Context: an optimization exercise on an open-source flow, tuned for small area, a short achievable clock period and few clock cycles. The choices shown serve that exercise and are no tape-out recipe. Function was checked by simulation only, so behaviour that the tests miss may differ from the original. Power is estimated from default activity; no workload was simulated.

// mvuTop
module mvuTop (
	input  logic                           clk,
	input  logic                           rst,
	input  logic                           wWr,
	input  logic [mvuPkg::FOLD_WIDTH-1:0]  wAddr,
	input  logic [mvuPkg::WTILE_WIDTH-1:0] wData,
	input  logic [mvuPkg::FOLD_WIDTH-1:0]  foldCount,
	input  logic                           aStrobe,
	input  logic [mvuPkg::ATILE_WIDTH-1:0] aData,
	input  logic                           aPad,
	output logic                           outVld,
	output logic [mvuPkg::OUT_WIDTH-1:0]   outData,
	output logic [mvuPkg::LANE_WIDTH-1:0]  outLane,
	output logic                           hold
);
Size in the first run: ~1700 flip-flops, roughly 180 I/O pins.
export LEC_CHECK = 0
export CAP_MARGIN = 20
export CORE_MARGIN = 2
export CORE_UTILIZATION = 40
export SETUP_SLACK_MARGIN = 3.4
export SLEW_MARGIN = 20
export SYNTH_HIERARCHICAL = 1
export SYNTH_MINIMUM_KEEP_SIZE = 0
create_clock -name core_clock -period 6.0 [get_ports {clk}]
run.sh (not shown) runs the stock make flow with config.mk's settings and CLKGATE_MAP_FILE= SYNTH_SCRIPT=/design/flow/synth_recipe.tcl, a recipe that flattens the netlist after the stock synthesis.
The baseline finished clean.
Testbench counts at the start, summed over its fixed seeds: cycles 9,915.
Next try:
CTS_CLUSTER_DIAMETER = 120   (was unset)
CTS_CLUSTER_SIZE = 30   (was unset)
The changed run passed the timing, design-rule and antenna checks.
Non-clock buffer count rose by 10.
Design area drops by a few percent.
Routed wire length drops slightly.
Synthesized cell count is unchanged.
Clock skew fell by 0.015 ns.

========
mvuTop, a different RTL version from the one above (not shown whole).
Size: roughly 1800 flip-flops, about 72000 sq um of cells after synthesis.
==> flow/design.v (excerpt) <==
module mvuTop (
	input  logic                           clk,
	input  logic                           rst,
	input  logic                           wWr,
	input  logic [mvuPkg::FOLD_WIDTH-1:0]  wAddr,
	input  logic [mvuPkg::WTILE_WIDTH-1:0] wData,
	input  logic [mvuPkg::FOLD_WIDTH-1:0]  foldCount,
	input  logic                           aStrobe,
	input  logic [mvuPkg::ATILE_WIDTH-1:0] aData,
	input  logic                           aPad,
	output logic                           outVld,
	output logic [mvuPkg::OUT_WIDTH-1:0]   outData,
	output logic [mvuPkg::LANE_WIDTH-1:0]  outLane,
	output logic                           hold
);
	logic [MAX_FOLD-1:0]    rdSel;
	logic [WTILE_WIDTH-1:0] rdData;
	logic [ATILE_WIDTH-1:0] a0;
	logic [ATILE_WIDTH-1:0] a1;
	logic                   last;
	logic                   vld;
	logic [QRES_WIDTH-1:0]  q;
	logic                   pop;
	weightMem weightMem_i (
		.clk    (clk),
		.wWr    (wWr),
		.wAddr  (wAddr),
		.wData  (wData),
		.rdSel  (rdSel),
		.rdData (rdData)
	);
  ...
==> flow/config.mk <==
export PLATFORM = sky130hd
export DESIGN_NAME = mvuTop
export DESIGN_NICKNAME = mvuTop
export VERILOG_FILES = /design/flow/design.v
export SDC_FILE = /design/flow/constraint.sdc
export NUM_CORES = 4
export LEC_CHECK = 0
export CAP_MARGIN = 20
export CORE_MARGIN = 2
export CORE_UTILIZATION = 50
export CTS_CLUSTER_DIAMETER = 100
export CTS_CLUSTER_SIZE = 24
export PLACE_DENSITY = 0.8
export SETUP_SLACK_MARGIN = 3.4
export SLEW_MARGIN = 20
export SYNTH_HIERARCHICAL = 1
export SYNTH_MINIMUM_KEEP_SIZE = 0
==> flow/constraint.sdc <==
create_clock -name core_clock -period 6.0 [get_ports {clk}]
set_input_delay 1.2000 -clock core_clock [delete_from_list [all_inputs] [get_ports {clk}]]
set_output_delay 1.2000 -clock core_clock [all_outputs]
set_load 0.01 [all_outputs]
standard.sh (not shown) runs the stock make flow with config.mk's settings and CLKGATE_MAP_FILE= SYNTH_SCRIPT=/design/flow/synth_recipe.tcl, a recipe that flattens the netlist after the stock synthesis.
==> flow/flow/run.sh <==
#!/bin/bash
# The standard layout, with plain buffers on the ports instead of the
# delay cells buffer_ports picks by default.
set -euo pipefail
export BUFFER_PORTS_ARGS="-buffer_cell sky130_fd_sc_hd__buf_2"
bash standard.sh > standard.log 2>&1
Testbench counts at the start, summed over its fixed seeds: cycles 9,915.
Then changed:
Settings changed: CORE_UTILIZATION 50 to 40, CTS_CLUSTER_DIAMETER 100 to 90, CTS_CLUSTER_SIZE 24 to 30, PLACE_DENSITY 0.8 to default.
What happened: Sequential power hardly moves. Total power went down by 1.5%. Sequential share of layout area falls by 0.22 points.
Then changed:
Settings changed: CTS_CLUSTER_DIAMETER 90 to 100, CTS_CLUSTER_SIZE 30 to 24.
- worst setup slack gets better by 0.0054 ns
- design area hardly moves
- total power is higher by 0.94%
Then changed:
Settings changed: PLACE_DENSITY from default to 0.8.
Outcome:
- count of clock-buffer cells in the layout goes up by 1
- utilization barely changes
- final cell count hardly moves
- via count goes up by 2.6%
- routed wire length goes down by 4.1%
- cell area is about the same

========
Another version of the RTL of mvuTop (not shown whole).
Size in the first run: roughly 1600 flip-flops, about 180 I/O pins, roughly 69000 um2 of cells after synthesis.
==> flow/config.mk <==
export PLATFORM = sky130hd
export DESIGN_NAME = mvuTop
export DESIGN_NICKNAME = mvuTop
export VERILOG_FILES = /design/flow/design.v
export SDC_FILE = /design/flow/constraint.sdc
export NUM_CORES = 4
export LEC_CHECK = 0
export CAP_MARGIN = 20
export CORE_MARGIN = 2
export CORE_UTILIZATION = 60
export SETUP_SLACK_MARGIN = 3.4
export SLEW_MARGIN = 20
==> flow/constraint.sdc <==
create_clock -name core_clock -period 6.0 [get_ports {clk}]
set_input_delay 1.2000 -clock core_clock [delete_from_list [all_inputs] [get_ports {clk}]]
set_output_delay 1.2000 -clock core_clock [all_outputs]
set_load 0.01 [all_outputs]
run.sh (not shown) runs the stock make flow with config.mk's settings and CLKGATE_MAP_FILE= SYNTH_SCRIPT=/design/flow/synth_recipe.tcl, a recipe that flattens the netlist after the stock synthesis.
Stock flow here: none of the scripts above is used.
The first run completed without violations.
Testbench counts at the start, summed over its fixed seeds: cycles 10,035.
==> next run, changes <==
Settings changed: CORE_UTILIZATION 60 to 40.
After rerunning: Core utilization drops by 24 points; worst setup slack degrades by 28 ps; total power hardly moves; design area climbs by 0.56%; sequential power barely changes; maximum frequency is lower by 0.92%; worst hold slack got worse by 4.8 ps; die area rises by about 50%; synthesized area is unchanged; via count fell by 2.0%.

========
yarrow:
mvuTop, a different RTL version from the one above (not shown whole).
For scale: ~4400 cells after synthesis, about 180 I/O pins, ~71000 um2 of cells after synthesis.
==> flow/config.mk <==
export PLATFORM = sky130hd
export DESIGN_NAME = mvuTop
export DESIGN_NICKNAME = mvuTop
export VERILOG_FILES = /design/flow/design.v
export SDC_FILE = /design/flow/constraint.sdc
export NUM_CORES = 4
export LEC_CHECK = 0
export CAP_MARGIN = 20
export CORE_MARGIN = 2
export CORE_UTILIZATION = 40
export CTS_CLUSTER_DIAMETER = 100
export CTS_CLUSTER_SIZE = 24
export SETUP_SLACK_MARGIN = 3.6
export SLEW_MARGIN = 20
export SYNTH_HIERARCHICAL = 1
export SYNTH_MINIMUM_KEEP_SIZE = 0
==> flow/constraint.sdc <==
create_clock -name core_clock -period 6.0 [get_ports {clk}]
set_input_delay 1.2000 -clock core_clock [delete_from_list [all_inputs] [get_ports {clk}]]
set_output_delay 1.2000 -clock core_clock [all_outputs]
set_load 0.01 [all_outputs]
standard.sh (not shown) runs the stock make flow with config.mk's settings and CLKGATE_MAP_FILE= SYNTH_SCRIPT=/design/flow/synth_recipe.tcl, a recipe that flattens the netlist after the stock synthesis.
Scripts as last shown in full above: flow/flow/run.sh
Testbench counts of yarrow, summed over its fixed seeds: cycles 9,915.
Input-level comparison between garnet and yarrow:
# yarrow
export LEC_CHECK = 0
export CAP_MARGIN = 20
export CORE_MARGIN = 2
export CORE_UTILIZATION = 40
export CTS_CLUSTER_DIAMETER = 100
export CTS_CLUSTER_SIZE = 24
export SETUP_SLACK_MARGIN = 3.6
export SLEW_MARGIN = 20
export SYNTH_HIERARCHICAL = 1
export SYNTH_MINIMUM_KEEP_SIZE = 0
create_clock -name core_clock -period 6.0 [get_ports {clk}]
# garnet
export LEC_CHECK = 0
export CAP_MARGIN = 20
export CORE_MARGIN = 2
export CORE_UTILIZATION = 60
export CTS_CLUSTER_DIAMETER = 100
export CTS_CLUSTER_SIZE = 24
export SETUP_SLACK_MARGIN = 3.4
export SLEW_MARGIN = 20
export SYNTH_HIERARCHICAL = 1
export SYNTH_MINIMUM_KEEP_SIZE = 0
create_clock -name core_clock -period 6.0 [get_ports {clk}]
Notes after the runs:
garnet reached the final stage; the timing, design-rule and antenna checks on its layout passed.
garnet vs. yarrow: global placement routability congestion down 2.6%; first-iteration DRC count higher.
Taking garnet over yarrow, the routed wire length per instance ratio works out to 1.09.
garnet gives less number of setup buffers added after CTS than yarrow did.
#### Input delta (tundra over garnet)
# garnet
export LEC_CHECK = 0
export CAP_MARGIN = 20
export CORE_MARGIN = 2
export CORE_UTILIZATION = 60
export CTS_CLUSTER_DIAMETER = 100
export CTS_CLUSTER_SIZE = 24
export SETUP_SLACK_MARGIN = 3.4
export SLEW_MARGIN = 20
export SYNTH_HIERARCHICAL = 1
export SYNTH_MINIMUM_KEEP_SIZE = 0
create_clock -name core_clock -period 6.0 [get_ports {clk}]
# tundra
export LEC_CHECK = 0
export CAP_MARGIN = 20
export CORE_MARGIN = 2
export CORE_UTILIZATION = 40
export CTS_CLUSTER_DIAMETER = 100
export CTS_CLUSTER_SIZE = 24
export SETUP_SLACK_MARGIN = 3.4
export SLEW_MARGIN = 20
export SYNTH_HIERARCHICAL = 1
export SYNTH_MINIMUM_KEEP_SIZE = 0
create_clock -name core_clock -period 6.0 [get_ports {clk}]
## What came out
tundra vs garnet, final instance count without filler cells went up by 13%.
Relative contribution of sequential cells to total power was lower in the run labelled garnet.
tundra vs. garnet: number of cells on the worst reg-to-reg path closely matched the old numbers, data required time of the worst path increased by 40 ps relative to the old numbers.
Comparing garnet against tundra, there is no change at all in number of multi-input logic gates.
Re combinational cell power: tundra and garnet aren't equal, and the lower value belongs to tundra.

========
== build 2 ==
mvuTop, a different RTL version from the one above (not shown whole).
Size in the first run: ~4800 cells after synthesis, ~1700 flip-flops, ~0.072 mm^2 of cells after synthesis.
==> flow/config.mk <==
export PLATFORM = sky130hd
export DESIGN_NAME = mvuTop
export DESIGN_NICKNAME = mvuTop
export VERILOG_FILES = /design/flow/design.v
export SDC_FILE = /design/flow/constraint.sdc
export NUM_CORES = 4
export LEC_CHECK = 0
export CAP_MARGIN = 20
export CORE_MARGIN = 2
export CORE_UTILIZATION = 40
export CTS_BUF_LIST = sky130_fd_sc_hd__clkbuf_8
export SETUP_SLACK_MARGIN = 3.4
export SLEW_MARGIN = 20
==> flow/constraint.sdc <==
create_clock -name core_clock -period 6.0 [get_ports {clk}]
set_input_delay 1.2000 -clock core_clock [delete_from_list [all_inputs] [get_ports {clk}]]
set_output_delay 1.2000 -clock core_clock [all_outputs]
set_load 0.01 [all_outputs]
run.sh (not shown) runs the stock make flow with config.mk's settings and CLKGATE_MAP_FILE= SYNTH_SCRIPT=/design/flow/synth_recipe.tcl, a recipe that flattens the netlist after the stock synthesis.
Stock flow here: none of the scripts above is used.
Build 2 ended with every stage complete and zero timing, DRC or antenna violations.
Testbench counts of build 2, summed over its fixed seeds: cycles 9,915.
[inputs] trial 34 vs build 2
Settings: a deleted CTS_BUF_LIST that had been sky130_fd_sc_hd__clkbuf_8.
### Flow results
Of trial 34 and build 2, it is trial 34 that has the higher highest cell delay on the worst timing path. Going from build 2 to trial 34, maximum frequency went up by 1.4%; number of buffers inserted by port buffering was more or less identical. For trial 34, the capturing instance or port of the critical path was mvuCore_i.t0_286$_DFF_P_, unlike build 2, where it was outData[0]. Trial 34 vs build 2, instance count: trial 34 lower. Compared with build 2, in trial 34 wire length dropped about 0.5%, relative contribution of the clock network to total power climbed 1.5 points, sequential share of layout area barely changed, number of clock buffers in the layout dropped 28%.

========
mvuTop, a different RTL version from the one above (not shown whole).
Size: ~4,200 cells after synthesis, roughly 1,700 flip-flops, about 180 I/O pins.
clock: 6.0 ns
lec_check: 0
cap_margin: 20
core_margin: 2
core_utilization: 40
setup_slack_margin: 3.4
slew_margin: 20
synth_hierarchical: 1
synth_minimum_keep_size: 0
Testbench counts at the start, summed over its fixed seeds: cycles 9,915.
Next try:
==> flow/flow/run.sh (new file) <==
#!/bin/bash
# The standard layout, with plain buffers on the ports instead of the
# delay cells buffer_ports picks by default.
set -euo pipefail
export BUFFER_PORTS_ARGS="-buffer_cell sky130_fd_sc_hd__buf_2"
bash standard.sh > standard.log 2>&1
==> flow/standard.sh (new file) <==
#!/bin/bash
# synth_recipe.tcl (not shown) runs the flow's synth.tcl, then flattens the netlist and writes it again
# the make line also repeats each setting of config.mk as NAME=value (left out here)
make -C /OpenROAD-flow-scripts/flow DESIGN_CONFIG=/design/flow/config.mk WORK_HOME=/design/flow/orfs CLKGATE_MAP_FILE= SYNTH_SCRIPT=/design/flow/synth_recipe.tcl "${@:-finish}"
Settings changed: CTS_CLUSTER_DIAMETER set to 100, CTS_CLUSTER_SIZE set to 24.
removed: flow/run.sh
Outcome: Worst hold slack is worse by 0.0078 ns. Clock-buffer cell count is lower by 101. Area after synthesis does not change. First-iteration DRC count is lower by 7.7%. Combinational power is about the same. Sequential power is about the same.

========
Setup of exp/quartz:
mvuTop, a different RTL version from the one above (not shown whole).
Size in the first run: ~1700 flip-flops, ~180 I/O pins.
export LEC_CHECK = 0
export CAP_MARGIN = 20
export CORE_MARGIN = 2
export CORE_UTILIZATION = 40
export SETUP_SLACK_MARGIN = 3.2
export SLEW_MARGIN = 20
create_clock -name core_clock -period 6.0 [get_ports {clk}]
Stock flow here: none of the scripts above is used.
Testbench counts of exp/quartz, summed over its fixed seeds: cycles 10,093.
diff inputs: exp/quartz => exp/raven
Settings: SETUP_SLACK_MARGIN changed from 3.2 to 3.4.
==> run notes <==
Looking only at global-route wire length before repair, and setting everything else aside, the lower value of exp/quartz and exp/raven goes to exp/quartz. On portion of netlist area occupied by mux cells, exp/raven tracks exp/quartz almost exactly. From exp/quartz to exp/raven the numbers moved as follows: total cell area at the placement stage shows no meaningful change, power consumption shows an increase of 0.16 mW, post-place setup slack shows an increase of 63 ps, fraction of met2 tracks used by global routing shows an increase of 0.29 points.

[re-timing with driven ports]
Ports are ideal in the flow. The routed layouts listed here were re-timed in OpenROAD.
Step 1: set_driving_cell puts a clkbuf_16 on clk and a buf_2 on each other input, an assumption about the parent block.
Step 2 times the ports against the registers' clock, not the clock port: input delays grow and output delays shrink by t, the midpoint of the rising clock arrivals with the driver on.
Three values: ideal ports, drivers, drivers and shift; two values: the first two.
run	shift t [ns]	setup slack, ns	hold WS [ns]	worst setup path at the end
the first run of note 1	0.879	3.260 / 3.294 / 2.414	0.299 / 0.299 / 0.299	input to register
the second run of note 1	0.784	3.224 / 3.251 / 2.491	0.338 / 0.338 / 0.338	input to register
the first run of note 2	0.796	3.442 / 3.442 / 2.917	0.330 / 0.330 / 0.330	input to register
the second run of note 2	0.788	3.462 / 3.462 / 2.838	0.335 / 0.335 / 0.335	input to register
the third run of note 2	0.793	3.468 / 3.462 / 2.845	0.328 / 0.328 / 0.328	input to register
the fourth run of note 2	0.783	3.458 / 3.432 / 2.959	0.304 / 0.304 / 0.304	input to register
the first run of note 3	0.837	3.011 / 3.011 / 2.556	0.419 / 0.419 / 0.419	input to register
the second run of note 3	0.865	2.983 / 2.983 / 2.616	0.414 / 0.414 / 0.414	input to register
yarrow	0.800	3.352 / 3.352 / 2.959	0.331 / 0.331 / 0.331	input to register
garnet	0.770	3.257 / 3.257 / 2.844	0.331 / 0.331 / 0.331	input to register
tundra	0.788	3.389 / 3.389 / 2.771	0.332 / 0.332 / 0.332	input to register
build 2	1.036	3.361 / 3.281 / 2.400	0.291 / 0.291 / 0.291	input to register
trial 34	0.881	3.398 / 3.398 / 2.603	0.296 / 0.296 / 0.296	input to register
the first run of note 6	0.872	3.127 / 3.127 / 2.583	0.326 / 0.326 / 0.326	input to register
the second run of note 6	0.788	3.093 / 3.093 / 2.854	0.318 / 0.318 / 0.318	input to register
exp/quartz	0.877	3.274 / 3.277 / 2.402	0.326 / 0.326 / 0.326	input to register
exp/raven	0.875	3.439 / 3.442 / 2.585	0.316 / 0.316 / 0.316	input to register
After both steps every run listed still meets setup and hold. The setup slack of build 2, which loses most, moves by -0.080 ns with the drivers and by -0.961 ns with both steps.
